From an optimization exercise on the open Yosys and OpenROAD flow, aimed at small area; shortcuts taken in it are not production practice.
Where RTL was checked, it was by simulation tests only, not by an equivalence proof against the original.
Power figures rest on the tool's default switching activity, not on a simulated workload. The flow treats the clock pin as an ideal source, which a real chip does not have.

==> build 13: inputs <==
==> flow/design.v <==
`timescale 1ns/1ps
module uart_axil_bridge_top #(
    parameter int N_BANKS       = 4,
    parameter int REGS_PER_BANK = 8,
    parameter int CLKS_PER_BIT  = 8
) (
    input  logic aclk,
    input  logic aresetn,
    input  logic rxd,
    output logic txd
);
    logic [1:0]   sync;
    logic [6:0]   t;
    logic         clr;            
    logic [7:0]   f [8];
    logic [127:0] g [8];
    logic         rx_busy;
    logic [2:0]   rx_bit;
    logic [3:0]   rx_byte;
    logic         rb;
    logic         cand_wr;        
    logic         op_ok;          
    logic         err;            
    logic [2:0]   lane;           
    logic         cur_wr;
    logic         pend;           
    logic         act;            
    logic         tx_busy;
    logic         tx_hdr;
    logic [2:0]   tx_by;
    logic [3:0]   tx_st;
    logic         nb;
    logic         ph0;
    logic         rx_data;
    logic         rx_wr;
    logic         rx_last;
    logic         ftap;
    logic         fresh;
    logic         txv;
    logic [1:0]   w;
    logic         gout;
    logic         wbit;
    logic         cbit;
    logic         win0;
    logic         g_wr;
    logic         f_cp;
    logic         in_set;
    assign ph0     = t[2:0] == 3'd0;
    assign rx_data = !rx_byte[3];
    assign rx_wr   = rx_data && t[2:0] == rx_bit;
    assign rx_last = rx_wr && rx_byte[2:0] == 3'd7 && rx_bit == 3'd7;
    always_comb
    begin
        case (rx_byte[2:0])
            3'd0:    in_set = rx_bit >= 3'd5;
            3'd1:    in_set = rx_bit >= 3'd2;
            3'd2,
            3'd3:    in_set = 1'b1;
            default: in_set = 1'b0;
        endcase
    end
    assign w    = {f[0][4], f[0][3]};
    assign gout = g[lane][0];
    assign wbit = f[{1'b1, t[4:3]}][0];
    assign cbit = gout && !err;
    assign win0 = pend && t[4:0] == 5'd31 && t[6:5] == w - 1'b1;
    assign g_wr = act && cur_wr && !err;
    assign f_cp = act && !cur_wr;
    assign ftap   = f[tx_by][0];
    assign fresh  = (t[2:0] == tx_st[2:0]) ? ftap : nb;
    always_comb
    begin
        if (tx_st[3])
        begin
            txv = tx_st[0];
        end
        else if (tx_hdr)
        begin
            txv = tx_st[2] ? (cur_wr ^ !tx_st[0]) : err;
        end
        else
        begin
            txv = fresh;
        end
    end
    always_ff @(posedge aclk)
    begin
        if (!aresetn)
        begin
            sync    <= 2'b11;
            t       <= '0;
            clr     <= 1'b1;
            rx_busy <= 1'b0;
            rx_bit  <= 3'd7;
            rx_byte <= 4'd15;
            pend    <= 1'b0;
            act     <= 1'b0;
            tx_busy <= 1'b0;
            txd     <= 1'b1;
        end
        else
        begin
            sync <= {sync[0], rxd};
            t    <= t + 1'b1;
            if (t == 7'd127)
            begin
                clr <= 1'b0;
            end
            if (ph0)
            begin
                if (!rx_busy)
                begin
                    rx_busy <= !sync[1];
                end
                else
                begin
                    rx_bit <= rx_bit + 1'b1;
                    if (rx_bit == 3'd6)
                    begin
                        rx_busy <= 1'b0;
                    end
                    if (rx_bit == 3'd7)
                    begin
                        rx_byte <= rx_byte[3] ? {rx_byte[2], 3'd0} : rx_byte + 1'b1;
                    end
                end
            end
            if (rx_last)
            begin
                rx_byte <= 4'd15;
                pend    <= op_ok;
            end
            if (win0)
            begin
                pend <= 1'b0;
                act  <= 1'b1;
            end
            if (act && t[4:0] == 5'd31)
            begin
                act     <= 1'b0;
                tx_busy <= 1'b1;
            end
            if (ph0 && tx_busy)
            begin
                txd <= txv;
                if (!tx_hdr && tx_by == 3'd7 && tx_st == 4'd9)
                begin
                    tx_busy <= 1'b0;
                end
            end
        end
    end
    always_ff @(posedge aclk)
    begin
        if (ph0 && rx_busy)
        begin
            rb <= sync[1];
        end
        if (rx_wr)
        begin
            if (rx_byte[2:0] == 3'd0 && rx_bit == 3'd0)
            begin
                err <= 1'b0;
            end
            else if (rb && in_set)
            begin
                err <= 1'b1;
            end
        end
        if (win0)
        begin
            lane <= {f[1][2], f[1][1], f[0][5]};
        end
        if (rx_byte == 4'd8 && t[2:0] == rx_bit && rx_bit[2])
        begin
            case (rx_bit[1:0])
                2'd0: begin cand_wr <= !rb; op_ok <= 1'b1; end
                2'd1, 2'd3: op_ok <= op_ok && (rb == cand_wr);
                default: op_ok <= op_ok && (rb != cand_wr);
            endcase
        end
        if (rx_last)
        begin
            cur_wr <= cand_wr;
        end
        if (act && t[4:0] == 5'd31)
        begin
            tx_hdr <= 1'b1;
            tx_by  <= 3'd0;
            tx_st  <= 4'd8;
        end
        else if (ph0 && tx_busy)
        begin
            if (tx_st == 4'd8)
            begin
                tx_st <= 4'd0;
            end
            else if (tx_st == 4'd9)
            begin
                tx_st <= 4'd8;
                if (tx_hdr)
                begin
                    tx_hdr <= 1'b0;
                end
                else
                begin
                    tx_by <= tx_by + 1'b1;
                end
            end
            else if (tx_st == 4'd7)
            begin
                tx_st <= 4'd9;
            end
            else
            begin
                tx_st <= tx_st + 1'b1;
            end
        end
        nb <= fresh;
    end
    always_ff @(posedge aclk)
    begin
        for (int b = 0; b < 8; b++)
        begin
            if (rx_wr && rx_byte[2:0] == 3'(b))
            begin
                f[b] <= {rb, f[b][7:1]};
            end
            else if (f_cp && b >= 4 && t[4:3] == 2'(b - 4))
            begin
                f[b] <= {cbit, f[b][7:1]};
            end
            else
            begin
                f[b] <= {f[b][0], f[b][7:1]};
            end
        end
    end
    always_ff @(posedge aclk)
    begin
        for (int l = 0; l < 8; l++)
        begin
            g[l] <= {clr ? 1'b0 : (g_wr && lane == 3'(l)) ? wbit : g[l][0], g[l][127:1]};
        end
    end
endmodule
==> flow/run.sh <==
#!/bin/bash
# synth_recipe.tcl (not shown) runs the flow's synth.tcl, then flattens the netlist and writes it again
# the make line also repeats each setting of config.mk as NAME=value (left out here)
make -C /OpenROAD-flow-scripts/flow DESIGN_CONFIG=/design/flow/config.mk WORK_HOME=/design/flow/orfs CLKGATE_MAP_FILE= SYNTH_SCRIPT=/design/flow/synth_recipe.tcl finish
==> flow/config.mk <==
export PLATFORM = sky130hd
export DESIGN_NAME = uart_axil_bridge_top
export DESIGN_NICKNAME = uart_axil_bridge_top
export VERILOG_FILES = /design/flow/design.v
export SDC_FILE = /design/flow/constraint.sdc
export NUM_CORES = 4
export LEC_CHECK = 0
export CAP_MARGIN = 20
export CORE_MARGIN = 2
export CORE_UTILIZATION = 40
export CTS_CLUSTER_DIAMETER = 60
export CTS_CLUSTER_SIZE = 38
export SLEW_MARGIN = 20
==> flow/constraint.sdc <==
create_clock -name core_clock -period 5.0 [get_ports {aclk}]
set_input_delay 1.0000 -clock core_clock [delete_from_list [all_inputs] [get_ports {aclk}]]
set_output_delay 1.0000 -clock core_clock [all_outputs]
set_load 0.01 [all_outputs]
==> inputs of build 66, as changes to build 13 <==
==> flow/design.v, changed modules only <==
module uart_axil_bridge_top #(
    parameter int N_BANKS       = 4,
    parameter int REGS_PER_BANK = 8,
    parameter int CLKS_PER_BIT  = 8
) (
    input  logic aclk,
    input  logic aresetn,
    input  logic rxd,
    output logic txd
);
    localparam logic [3:0] ST_START = 4'd15;
    localparam logic [3:0] ST_STOP  = 4'd8;
    localparam logic [3:0] ST_PEND  = 4'd10;    
    localparam logic [3:0] ST_ACT   = 4'd11;    
    localparam logic [3:0] ST_CLR   = 4'd12;    
    localparam logic [3:0] ST_IDLE  = 4'd14;
    logic [1:0]   sync;
    logic [6:0]   t;
    logic [7:0]   f [8];
    logic [127:0] g [8];
    logic         rx_busy;
    logic [2:0]   rx_bit;
    logic [3:0]   rx_byte;
    logic         rb;
    logic         cand_wr;        
    logic         op_ok;          
    logic         err;            
    logic [2:0]   lane;           
    logic [3:0]   st;
    logic [3:0]   tx_by;
    logic         nb;
    logic         ph0;
    logic         clr;
    logic         pend;
    logic         act;
    logic         rx_wr;
    logic         rx_last;
    logic         ftap;
    logic         fresh;
    logic         txv;
    logic [1:0]   w;
    logic         gout;
    logic         wbit;
    logic         cbit;
    logic         win0;
    logic         g_wr;
    logic         f_cp;
    logic         in_set;
    assign ph0     = t[2:0] == 3'd0;
    assign clr     = st == ST_CLR;
    assign pend    = st == ST_PEND;
    assign act     = st == ST_ACT;
    assign rx_wr   = !rx_byte[3] && t[2:0] == rx_bit;
    assign rx_last = rx_wr && rx_byte[2:0] == 3'd7 && rx_bit == 3'd7;
    always_comb
    begin
        case (rx_byte[2:0])
            3'd0:    in_set = rx_bit >= 3'd5;
            3'd1:    in_set = rx_bit >= 3'd2;
            3'd2,
            3'd3:    in_set = 1'b1;
            default: in_set = 1'b0;
        endcase
    end
    assign w    = {f[0][4], f[0][3]};
    assign gout = g[lane][0];
    assign wbit = f[{1'b1, t[4:3]}][0];
    assign cbit = gout && !err;
    assign win0 = pend && t[4:0] == 5'd31 && t[6:5] == w;
    assign g_wr = act && cand_wr && !err;
    assign f_cp = act && !cand_wr;
    assign ftap  = f[tx_by[2:0]][0];
    assign fresh = (t[2:0] == st[2:0]) ? ftap : nb;
    always_comb
    begin
        if (st[3])
        begin
            txv = st != ST_START;
        end
        else if (tx_by[3])
        begin
            txv = !st[2] ? err : (st[1:0] == 2'd0) ? !cand_wr : !txd;
        end
        else
        begin
            txv = fresh;
        end
    end
    always_ff @(posedge aclk)
    begin
        sync <= {sync[0], rxd};
        if (!aresetn)
        begin
            t       <= 7'd1;
            rx_busy <= 1'b0;
            rx_bit  <= 3'd7;
            rx_byte <= 4'd14;
            st      <= ST_CLR;
            txd     <= 1'b1;
        end
        else
        begin
            t <= t + 1'b1;
            if (ph0)
            begin
                if (!rx_busy)
                begin
                    rx_busy <= !sync[1];
                end
                else
                begin
                    rx_bit <= rx_bit + 1'b1;
                    if (rx_bit == 3'd6)
                    begin
                        rx_busy <= 1'b0;
                    end
                    if (rx_bit == 3'd7)
                    begin
                        rx_byte <= rx_byte + 1'b1;
                    end
                end
                txd <= txv;
            end
            if (rx_last)
            begin
                rx_byte <= 4'd14;
            end
            case (st)
                ST_STOP:
                begin
                    if (ph0) st <= (tx_by == 4'd7) ? ST_IDLE : ST_START;
                end
                ST_PEND:
                begin
                    if (win0) st <= ST_ACT;
                end
                ST_ACT:
                begin
                    if (t[4:0] == 5'd31) st <= ST_START;
                end
                ST_CLR:
                begin
                    if (t == 7'd0) st <= ST_IDLE;
                end
                ST_START, 4'd0, 4'd1, 4'd2, 4'd3, 4'd4, 4'd5, 4'd6, 4'd7:
                begin
                    if (ph0) st <= st + 1'b1;
                end
                default:
                begin
                    if (rx_last && op_ok) st <= ST_PEND;
                end
            endcase
        end
    end
    always_ff @(posedge aclk)
    begin
        if (ph0 && rx_busy)
        begin
            rb <= sync[1];
        end
        if (rx_wr)
        begin
            if (rx_byte[2:0] == 3'd0 && rx_bit == 3'd0)
            begin
                err <= 1'b0;
            end
            else if (rb && in_set)
            begin
                err <= 1'b1;
            end
        end
        if (win0)
        begin
            lane <= {f[1][2], f[1][1], f[0][5]};
        end
        if (rx_byte == 4'd15 && t[2:0] == rx_bit && rx_bit[2])
        begin
            case (rx_bit[1:0])
                2'd0: begin cand_wr <= !rb; op_ok <= 1'b1; end
                2'd1, 2'd3: op_ok <= op_ok && (rb == cand_wr);
                default: op_ok <= op_ok && (rb != cand_wr);
            endcase
        end
        if (act && t[4:0] == 5'd31)
        begin
            tx_by <= 4'd15;
        end
        else if (ph0 && st == ST_STOP)
        begin
            tx_by <= tx_by + 1'b1;
        end
        nb <= fresh;
    end
    always_ff @(posedge aclk)
    begin
        for (int b = 0; b < 8; b++)
        begin
            if (rx_wr && rx_byte[2:0] == 3'(b))
            begin
                f[b] <= {rb, f[b][7:1]};
            end
            else if (f_cp && b >= 4 && t[4:3] == 2'(b - 4))
            begin
                f[b] <= {cbit, f[b][7:1]};
            end
            else
            begin
                f[b] <= {f[b][0], f[b][7:1]};
            end
        end
    end
    always_ff @(posedge aclk)
    begin
        for (int l = 0; l < 8; l++)
        begin
            g[l] <= {clr ? 1'b0 : (g_wr && lane == 3'(l)) ? wbit : g[l][0], g[l][127:1]};
        end
    end
endmodule
==> flow/flow/run.sh (new file) <==
#!/bin/bash
# The standard ORFS layout (standard.sh) with three changes:
# - synthesis maps the combinational logic for area (flow/mysynth.tcl) and
#   leaves adders to abc instead of half/full adder cells;
# - clock tree synthesis inserts no dummy loads.
# All of make's output goes to make_finish.log; ORFS keeps each step's log
# under orfs/logs/.
set -euo pipefail
export FLOW_WORK="$PWD"
bash standard.sh ADDER_MAP_FILE= SYNTH_SCRIPT="$PWD/flow/mysynth.tcl" \
    CTS_ARGS="-sink_clustering_enable -repair_clock_nets -sink_clustering_size 36 -sink_clustering_max_diameter 60 -dont_use_dummy_load" \
    finish > make_finish.log 2>&1
==> flow/flow/mysynth.tcl (new file) <==
# synth_recipe.tcl (the standard synthesis) with only the technology mapping of
# the combinational logic changed: abc runs an area-oriented script instead of
# ORFS's delay-oriented one. Flip-flops are mapped before abc runs, so the
# registers, their names and their cells are the standard synthesis's.
proc abc {args} {
  set out {}
  set i 0
  while {$i < [llength $args]} {
    set a [lindex $args $i]
    if {$a eq "-script" || $a eq "-constr" || $a eq "-D"} {
      incr i 2
      continue
    }
    lappend out $a
    incr i
  }
  yosys abc {*}$out -script "+strash;&get,-n;&st;&syn2;&dch,-f;&nf,-R,1000;&put;"
}
source $::env(FLOW_WORK)/synth_recipe.tcl
==> flow/standard.sh (new file) <==
#!/bin/bash
# synth_recipe.tcl (not shown) runs the flow's synth.tcl, then flattens the netlist and writes it again
# the make line also repeats each setting of config.mk as NAME=value (left out here)
make -C /OpenROAD-flow-scripts/flow DESIGN_CONFIG=/design/flow/config.mk WORK_HOME=/design/flow/orfs CLKGATE_MAP_FILE= SYNTH_SCRIPT=/design/flow/synth_recipe.tcl "${@:-finish}"
- CORE_UTILIZATION: 40 -> 65
- CTS_CLUSTER_DIAMETER: 60 -> not set
- CTS_CLUSTER_SIZE: 38 -> not set
- PLACE_DENSITY: not set -> 0.75
removed: flow/run.sh
==> inputs of trial 20, as changes to build 13 <==
==> flow/design.v, changed modules only <==
module uart_axil_bridge_top #(
    parameter int N_BANKS       = 4,
    parameter int REGS_PER_BANK = 8,
    parameter int CLKS_PER_BIT  = 8
) (
    input  logic aclk,
    input  logic aresetn,
    input  logic rxd,
    output logic txd
);
    logic [1:0]   sync;
    logic [6:0]   t;
    logic         clr;            
    logic [63:0]  f;
    logic [127:0] g [8];
    logic         rx_busy;
    logic [2:0]   rx_bit;
    logic [3:0]   rx_byte;
    logic         rb;
    logic         cand_wr;        
    logic         op_ok;          
    logic         err;            
    logic [4:0]   ra;             
    logic         cur_wr;
    logic         pend;           
    logic         act;            
    logic         tx_busy;
    logic         tx_hdr;
    logic [2:0]   tx_by;
    logic [3:0]   tx_st;
    logic         nb;
    logic         ph0;
    logic         rx_data;
    logic         rx_wr;
    logic         rx_last;
    logic [2:0]   rx_tap;
    logic [2:0]   tx_tap;
    logic         ftap;
    logic         fresh;
    logic         txv;
    logic [2:0]   lane;
    logic         gout;
    logic         wbit;
    logic         cbit;
    logic         win0;
    logic         g_wr;
    logic         f_cp;
    logic         in_set;
    assign ph0     = t[2:0] == 3'd0;
    assign rx_data = !rx_byte[3];
    assign rx_wr   = rx_data && t[2:0] == rx_bit;
    assign rx_last = rx_wr && rx_byte[2:0] == 3'd7 && rx_bit == 3'd7;
    assign rx_tap  = rx_byte[2:0] - t[5:3];
    always_comb
    begin
        case (rx_byte[2:0])
            3'd0:    in_set = rx_bit >= 3'd5;
            3'd1:    in_set = rx_bit >= 3'd2;
            3'd2,
            3'd3:    in_set = 1'b1;
            default: in_set = 1'b0;
        endcase
    end
    assign lane = ra[4:2];
    assign gout = g[lane][0];
    assign wbit = t[5] ? f[0] : f[32];
    assign cbit = gout && !err;
    assign win0 = t[4:0] == 5'd31 && t[6:5] == ra[1:0] - 1'b1;
    assign g_wr = act && cur_wr && !err;
    assign f_cp = act && !cur_wr;
    assign tx_tap = tx_by - t[5:3];
    assign ftap   = f[{tx_tap, 3'd0}];
    assign fresh  = (t[2:0] == tx_st[2:0]) ? ftap : nb;
    always_comb
    begin
        if (tx_st[3])
        begin
            txv = tx_st[0];
        end
        else if (tx_hdr)
        begin
            txv = tx_st[2] ? (cur_wr ^ !tx_st[0]) : err;
        end
        else
        begin
            txv = fresh;
        end
    end
    always_ff @(posedge aclk)
    begin
        if (!aresetn)
        begin
            sync    <= 2'b11;
            t       <= '0;
            clr     <= 1'b1;
            rx_busy <= 1'b0;
            rx_bit  <= 3'd7;
            rx_byte <= 4'd15;
            pend    <= 1'b0;
            act     <= 1'b0;
            tx_busy <= 1'b0;
            txd     <= 1'b1;
        end
        else
        begin
            sync <= {sync[0], rxd};
            t    <= t + 1'b1;
            if (t == 7'd127)
            begin
                clr <= 1'b0;
            end
            if (ph0)
            begin
                if (!rx_busy)
                begin
                    rx_busy <= !sync[1];
                end
                else
                begin
                    rx_bit <= rx_bit + 1'b1;
                    if (rx_bit == 3'd6)
                    begin
                        rx_busy <= 1'b0;
                    end
                    if (rx_bit == 3'd7)
                    begin
                        rx_byte <= rx_byte[3] ? {rx_byte[2], 3'd0} : rx_byte + 1'b1;
                    end
                end
            end
            if (rx_last)
            begin
                rx_byte <= 4'd15;
                pend    <= op_ok;
            end
            if (pend && win0)
            begin
                pend <= 1'b0;
                act  <= 1'b1;
            end
            if (act && t[4:0] == 5'd31)
            begin
                act     <= 1'b0;
                tx_busy <= 1'b1;
            end
            if (ph0 && tx_busy)
            begin
                txd <= txv;
                if (!tx_hdr && tx_by == 3'd7 && tx_st == 4'd9)
                begin
                    tx_busy <= 1'b0;
                end
            end
        end
    end
    always_ff @(posedge aclk)
    begin
        if (ph0 && rx_busy)
        begin
            rb <= sync[1];
        end
        if (rx_wr)
        begin
            if (rx_byte[2:0] == 3'd0 && rx_bit == 3'd0)
            begin
                err <= 1'b0;
            end
            else if (rb && in_set)
            begin
                err <= 1'b1;
            end
            if (rx_byte[2:0] == 3'd0)
            begin
                if (rx_bit == 3'd2) ra[0] <= rb;
                if (rx_bit == 3'd3) ra[1] <= rb;
                if (rx_bit == 3'd4) ra[2] <= rb;
            end
            if (rx_byte[2:0] == 3'd1)
            begin
                if (rx_bit == 3'd0) ra[3] <= rb;
                if (rx_bit == 3'd1) ra[4] <= rb;
            end
        end
        if (rx_byte == 4'd8 && t[2:0] == rx_bit && rx_bit[2])
        begin
            case (rx_bit[1:0])
                2'd0: begin cand_wr <= !rb; op_ok <= 1'b1; end
                2'd1, 2'd3: op_ok <= op_ok && (rb == cand_wr);
                default: op_ok <= op_ok && (rb != cand_wr);
            endcase
        end
        if (rx_last)
        begin
            cur_wr <= cand_wr;
        end
        if (act && t[4:0] == 5'd31)
        begin
            tx_hdr <= 1'b1;
            tx_by  <= 3'd0;
            tx_st  <= 4'd8;
        end
        else if (ph0 && tx_busy)
        begin
            if (tx_st == 4'd8)
            begin
                tx_st <= 4'd0;
            end
            else if (tx_st == 4'd9)
            begin
                tx_st <= 4'd8;
                if (tx_hdr)
                begin
                    tx_hdr <= 1'b0;
                end
                else
                begin
                    tx_by <= tx_by + 1'b1;
                end
            end
            else if (tx_st == 4'd7)
            begin
                tx_st <= 4'd9;
            end
            else
            begin
                tx_st <= tx_st + 1'b1;
            end
        end
        nb <= fresh;
    end
    always_ff @(posedge aclk)
    begin
        for (int s = 0; s < 64; s++)
        begin
            f[s] <= f[(s + 1) % 64];
        end
        for (int m = 0; m < 8; m++)
        begin
            if (rx_wr && rx_tap == 3'(m))
            begin
                f[(8 * m + 63) % 64] <= rb;
            end
        end
        if (f_cp)
        begin
            if (t[5])
            begin
                f[63] <= cbit;
            end
            else
            begin
                f[31] <= cbit;
            end
        end
    end
    always_ff @(posedge aclk)
    begin
        for (int l = 0; l < 8; l++)
        begin
            g[l] <= {clr ? 1'b0 : (g_wr && lane == 3'(l)) ? wbit : g[l][0], g[l][127:1]};
        end
    end
endmodule
- ABC_AREA: not set -> 1
- CTS_CLUSTER_DIAMETER: 60 -> 80
- CTS_CLUSTER_SIZE: 38 -> 34
==> run notes <==
- Max Fclk: 407 MHz
- Number of global-route vias before repair: 8533
- Slew headroom: 52.0%
- Worst reg2reg path startpoint: tx_st[0]
- Status: timing/DRC/antenna clean
- Clock latency (worst-skew pair): 0.62 ns
- Die area: 63400 sq um
- Logic pwr share: 0.3%
- DPL Wire Length: 13.5 mm
- Clock-cell share of area: ~6.5%
- Crit end category: output pin
- Clock buffer count from CTS: 46
[end of results for build 13]
==> run notes <==
- Die area: 38100 sq um
- Clock-cell share of area: 4.04%
- Slew headroom: between 50% and 60%
- Logic pwr share: 1.2%
- Status: timing/DRC/antenna clean
- Max Fclk: 338 MHz
- Worst reg2reg path startpoint: rx_bit[0]
- Crit end category: flip-flop
- DPL Wire Length: 13.7 mm
- Clock buffer count from CTS: 41
[end of results for build 66]
==> run notes <==
- Max Fclk: 405 MHz
- Clock latency (worst-skew pair): slightly below 0.6 ns
- Clock buffer count from CTS: 41
- Slew headroom: 56.5%
- Status: timing/DRC/antenna clean
- Logic pwr share: 0.3%
[end of results for trial 20]
No functional check of the RTL was part of trial 20.

re-timing with driven ports:
Ports are ideal in the flow. The routed layouts listed here were re-timed in OpenROAD.
Step 1, drivers: a clkbuf_16 drives aclk and a buf_2 each remaining input, both assumed.
Step 2 times the ports against the registers' clock, not the clock port: input delays grow and output delays shrink by t, the midpoint of the rising clock arrivals with the driver on.
a / b / c = no drivers / after step 1 / after step 2; a / b = the first two.
run | shift t [ns] | setup WS [ns] | worst register clock-pin slew, ns
build 13 | 0.660 | 2.541 / 2.481 / 2.601 | 0.13 / 0.13
build 66 | 0.610 | 2.043 / 2.043 / 2.043 | 0.12 / 0.12
trial 20 | 0.632 | 2.534 / 2.480 / 2.552 | 0.11 / 0.11
After both steps every run listed still meets setup and hold.
